Context: an optimization exercise on an open-source flow, tuned for small area. The choices shown serve that exercise and are no tape-out recipe.
The RTL was checked by simulation tests, not by an equivalence proof against the original design.
Power figures rest on the tool's default switching activity, not on a simulated workload.

==> flow/design.v <==
`timescale 1ns/10ps
`default_nettype none
package qpu_pkg;
  typedef struct packed {
    logic [4-1:0]   opcode;
    logic [4-1:0] rd;
    logic [4-1:0] rs1;
    logic [4-1:0] rs2;
    logic signed [15:0]          imm;
  } qpu_cls_fmt_t;
  typedef struct packed {
    logic [4-1:0]   opcode;
    logic [8-1:0]  gate;
    logic [3-1:0]  sidx;
    logic [4-1:0] rd;
    logic [3-1:0]  qidx;
    logic [9:0]                  imm;     
  } qpu_q_fmt_t;
  typedef union packed {
    qpu_cls_fmt_t cls;
    qpu_q_fmt_t   q;
  } qpu_instr_u;
endpackage
`default_nettype wire
`timescale 1ns/10ps
`default_nettype none
module qpu_exu_top (
  input  logic                         clk,
  input  logic                         i_rst,
  input  logic                         i_instr_valid,
  output logic                         o_instr_ready,
  input  logic [32-1:0]   i_instr,
  output logic                         o_evt_valid,
  input  logic                         i_evt_ready,
  output logic [8-1:0]   o_evt_gate,
  output logic [8-1:0]    o_evt_mask,
  output logic [20-1:0]   o_evt_time,
  output logic                         o_evt_meas,
  input  logic                         i_meas_valid,
  input  logic [8-1:0]    i_meas_data,
  output logic                         o_wb_valid,
  output logic [4-1:0]  o_wb_rdidx,
  output logic [32-1:0]         o_wb_data
);
  logic [3:0] op, rd, rs1, rs2;
  logic       d_addi, d_add, d_smis, d_qwait, d_evt, d_meas, d_fmr, d_wb;
  logic [2:0] sidx, qidx;
  assign op      = i_instr[31:28];
  assign d_addi  = (op == 4'd1);
  assign d_add   = (op == 4'd2);
  assign d_smis  = (op == 4'd3);
  assign d_qwait = (op == 4'd4);
  assign d_evt   = (op == 4'd5) || (op == 4'd6);
  assign d_meas  = (op == 4'd6);
  assign d_fmr   = (op == 4'd7);
  assign d_wb    = d_addi || d_add || d_fmr;
  assign sidx    = i_instr[19:17];
  assign qidx    = i_instr[12:10];
  assign rd      = d_fmr ? i_instr[16:13] : i_instr[27:24];
  assign rs1     = i_instr[23:20];
  assign rs2     = i_instr[19:16];
  logic [31:0] xr [1:15];
  logic [7:0]  sr [8];
  logic [19:0] time_q;
  logic [7:0]  meas_q;
  logic [7:0]  om [4];
  logic [3:0]  ov;
  logic [1:0]  wp, rp;
  logic        wb_v, evt_v, evt_meas;
  logic [7:0]  g;        
  logic [7:0]  mask;
  logic [31:0] res;
  logic hold, hazard, accept, full, match, free;
  logic [7:0] smask, pend;
  assign hold   = evt_v && !i_evt_ready;
  assign free   = i_instr_valid && !hold;
  assign full   = &ov;
  always_comb
  begin
    for (int j = 0; j < 8; j++)
      pend[j] = (ov[0] & om[0][j]) | (ov[1] & om[1][j]) |
                (ov[2] & om[2][j]) | (ov[3] & om[3][j]);
  end
  assign match  = pend[qidx];
  assign hazard = (d_meas && full) || (d_fmr && match);
  assign o_instr_ready = !hazard && !hold;
  assign accept = i_instr_valid && o_instr_ready;
  assign smask  = sr[sidx];
  logic [31:0] a, b, sum, result;
  logic        fbit, kill;
  assign fbit = meas_q[qidx];
  always_comb
  begin
    a = '0;
    b = '0;
    for (int k = 1; k < 16; k++)
    begin
      a = a | ({32{rs1 == 4'(k)}} & xr[k]);
      b = b | ({32{d_add && rs2 == 4'(k)}} & xr[k]);
    end
    b = b | ({32{d_addi}} & {{16{i_instr[15]}}, i_instr[15:0]});
  end
  assign sum = a + b;
  assign kill   = i_rst || d_fmr;
  assign result = ({32{!kill}} & sum) | 32'(!i_rst && d_fmr && fbit);
  always_ff @(posedge clk)
  begin
    if (i_rst)
    begin
      wb_v  <= 1'b0;
      evt_v <= 1'b0;
    end
    else
    begin
      wb_v  <= accept && d_wb;
      if (!hold)
        evt_v <= accept && d_evt;
    end
  end
  always_ff @(posedge clk)
  begin
    if (!hold)
    begin
      g        <= {rd, i_instr[23:20]};
      mask     <= smask;
      evt_meas <= d_meas;
    end
  end
  always_ff @(posedge clk)
    res <= result;
  assign o_wb_valid  = wb_v;
  assign o_wb_rdidx  = g[7:4];
  assign o_wb_data   = res;
  assign o_evt_valid = evt_v;
  assign o_evt_gate  = g;
  assign o_evt_mask  = mask;
  assign o_evt_time  = time_q;
  assign o_evt_meas  = evt_meas;
  logic        wen;
  assign wen   = accept && d_wb;
  always_ff @(posedge clk)
  begin
    for (int k = 1; k < 16; k++)
      if (i_rst || (wen && rd == 4'(k)))
        xr[k] <= result;
  end
  logic [7:0] sdata;
  assign sdata = i_rst ? '0 : i_instr[7:0];
  always_ff @(posedge clk)
  begin
    for (int k = 0; k < 8; k++)
      if (i_rst || (free && d_smis && sidx == 3'(k)))
        sr[k] <= sdata;
  end
  always_ff @(posedge clk)
  begin
    if (i_rst)
      time_q <= '0;
    else
      time_q <= time_q + ((free && d_qwait) ? 20'(i_instr[9:0]) : 20'd0);
  end
  logic enq, ret;
  logic [7:0] head;
  assign enq  = accept && d_meas;
  assign ret  = i_meas_valid && (|ov);
  assign head = om[rp];
  always_ff @(posedge clk)
  begin
    for (int j = 0; j < 8; j++)
      if (i_rst || (i_meas_valid && head[j]))
        meas_q[j] <= !i_rst && i_meas_data[j];
  end
  always_ff @(posedge clk)
  begin
    for (int k = 0; k < 4; k++)
      if (enq && wp == 2'(k))
        om[k] <= smask;
  end
  always_ff @(posedge clk)
  begin
    if (i_rst)
    begin
      ov <= '0;
      wp <= '0;
      rp <= '0;
    end
    else
    begin
      if (enq)
        wp <= wp + 1'b1;
      if (ret)
        rp <= rp + 1'b1;
      for (int k = 0; k < 4; k++)
        if (enq && wp == 2'(k))
          ov[k] <= 1'b1;
        else if (ret && rp == 2'(k))
          ov[k] <= 1'b0;
    end
  end
endmodule
`default_nettype wire
clock: 5.5 ns
lec_check: 0
cap_margin: 20
core_margin: 2
core_utilization: 40
slew_margin: 20
standard.sh (not shown) runs the stock make flow with config.mk's settings and CLKGATE_MAP_FILE= SYNTH_SCRIPT=/design/flow/synth_recipe.tcl, a recipe that flattens the netlist after the stock synthesis.
==> flow/flow/run.sh <==
#!/bin/bash
# Standard layout with: plain buf_1 port buffers, no timing-driven global
# placement, and a clock tree of clkbuf_16 cells over clusters of 25 without
# dummy loads. The clock still reaches every register through buffers.
set -o pipefail
bash standard.sh \
  "BUFFER_PORTS_ARGS=-buffer_cell sky130_fd_sc_hd__buf_1" \
  GPL_TIMING_DRIVEN=0 \
  SETUP_SLACK_MARGIN=0.15 \
  "CTS_ARGS=-sink_clustering_enable -repair_clock_nets -dont_use_dummy_load -sink_clustering_size 25 -sink_clustering_max_diameter 60 -buf_list sky130_fd_sc_hd__clkbuf_16" \
  finish > flow.log 2>&1
Edit:
==> flow/flow/run.sh (replaced) <==
#!/bin/bash
# Standard layout with: plain buf_1 port buffers, no timing-driven global
# placement, and a clock tree of clkbuf_4 cells over small clusters without
# dummy loads. The clock still reaches every register through buffers.
set -o pipefail
bash standard.sh \
  "BUFFER_PORTS_ARGS=-buffer_cell sky130_fd_sc_hd__buf_1" \
  GPL_TIMING_DRIVEN=0 \
  SETUP_SLACK_MARGIN=0.3 \
  "CTS_ARGS=-sink_clustering_enable -repair_clock_nets -dont_use_dummy_load -sink_clustering_size 8 -sink_clustering_max_diameter 35 -buf_list sky130_fd_sc_hd__clkbuf_4" \
  finish > flow.log 2>&1
Effect:
- design area drops by 1.3%
- routed wire length is about the same
- core utilization drops by 0.62 points
- clock power drops by 12%
- clock skew climbs by 0.012 ns
- clock-buffer cell count climbs by 84
- maximum frequency climbs by 4.6%

[re-timing with driven ports]
Ports are ideal in the flow. The routed layouts listed here were re-timed in OpenROAD. Step 1 assumes that a clkbuf_16 drives the clock port and a buf_2 every other input. Step 2 also shifts input and output timing later by t, the mid clock arrival at the registers, as if the neighbouring blocks saw the same clock. Three values: no drivers, after step 1, after step 2; two values: the first two.
run	t, ns	setup slack, ns	worst register clock-pin slew, ns	worst slew at a driven data input, ns
the first run	0.677	0.148 / 0.188 / -0.489	0.10 / 0.10	0.08
the second run	1.083	0.385 / 0.414 / -0.670	0.10 / 0.10	0.08
Met with ideal ports but missed after step 2: setup timing in the first run and the second run. For the second run, which loses most, drivers alone change the setup slack by +0.029 ns; drivers and shift together by -1.055 ns.
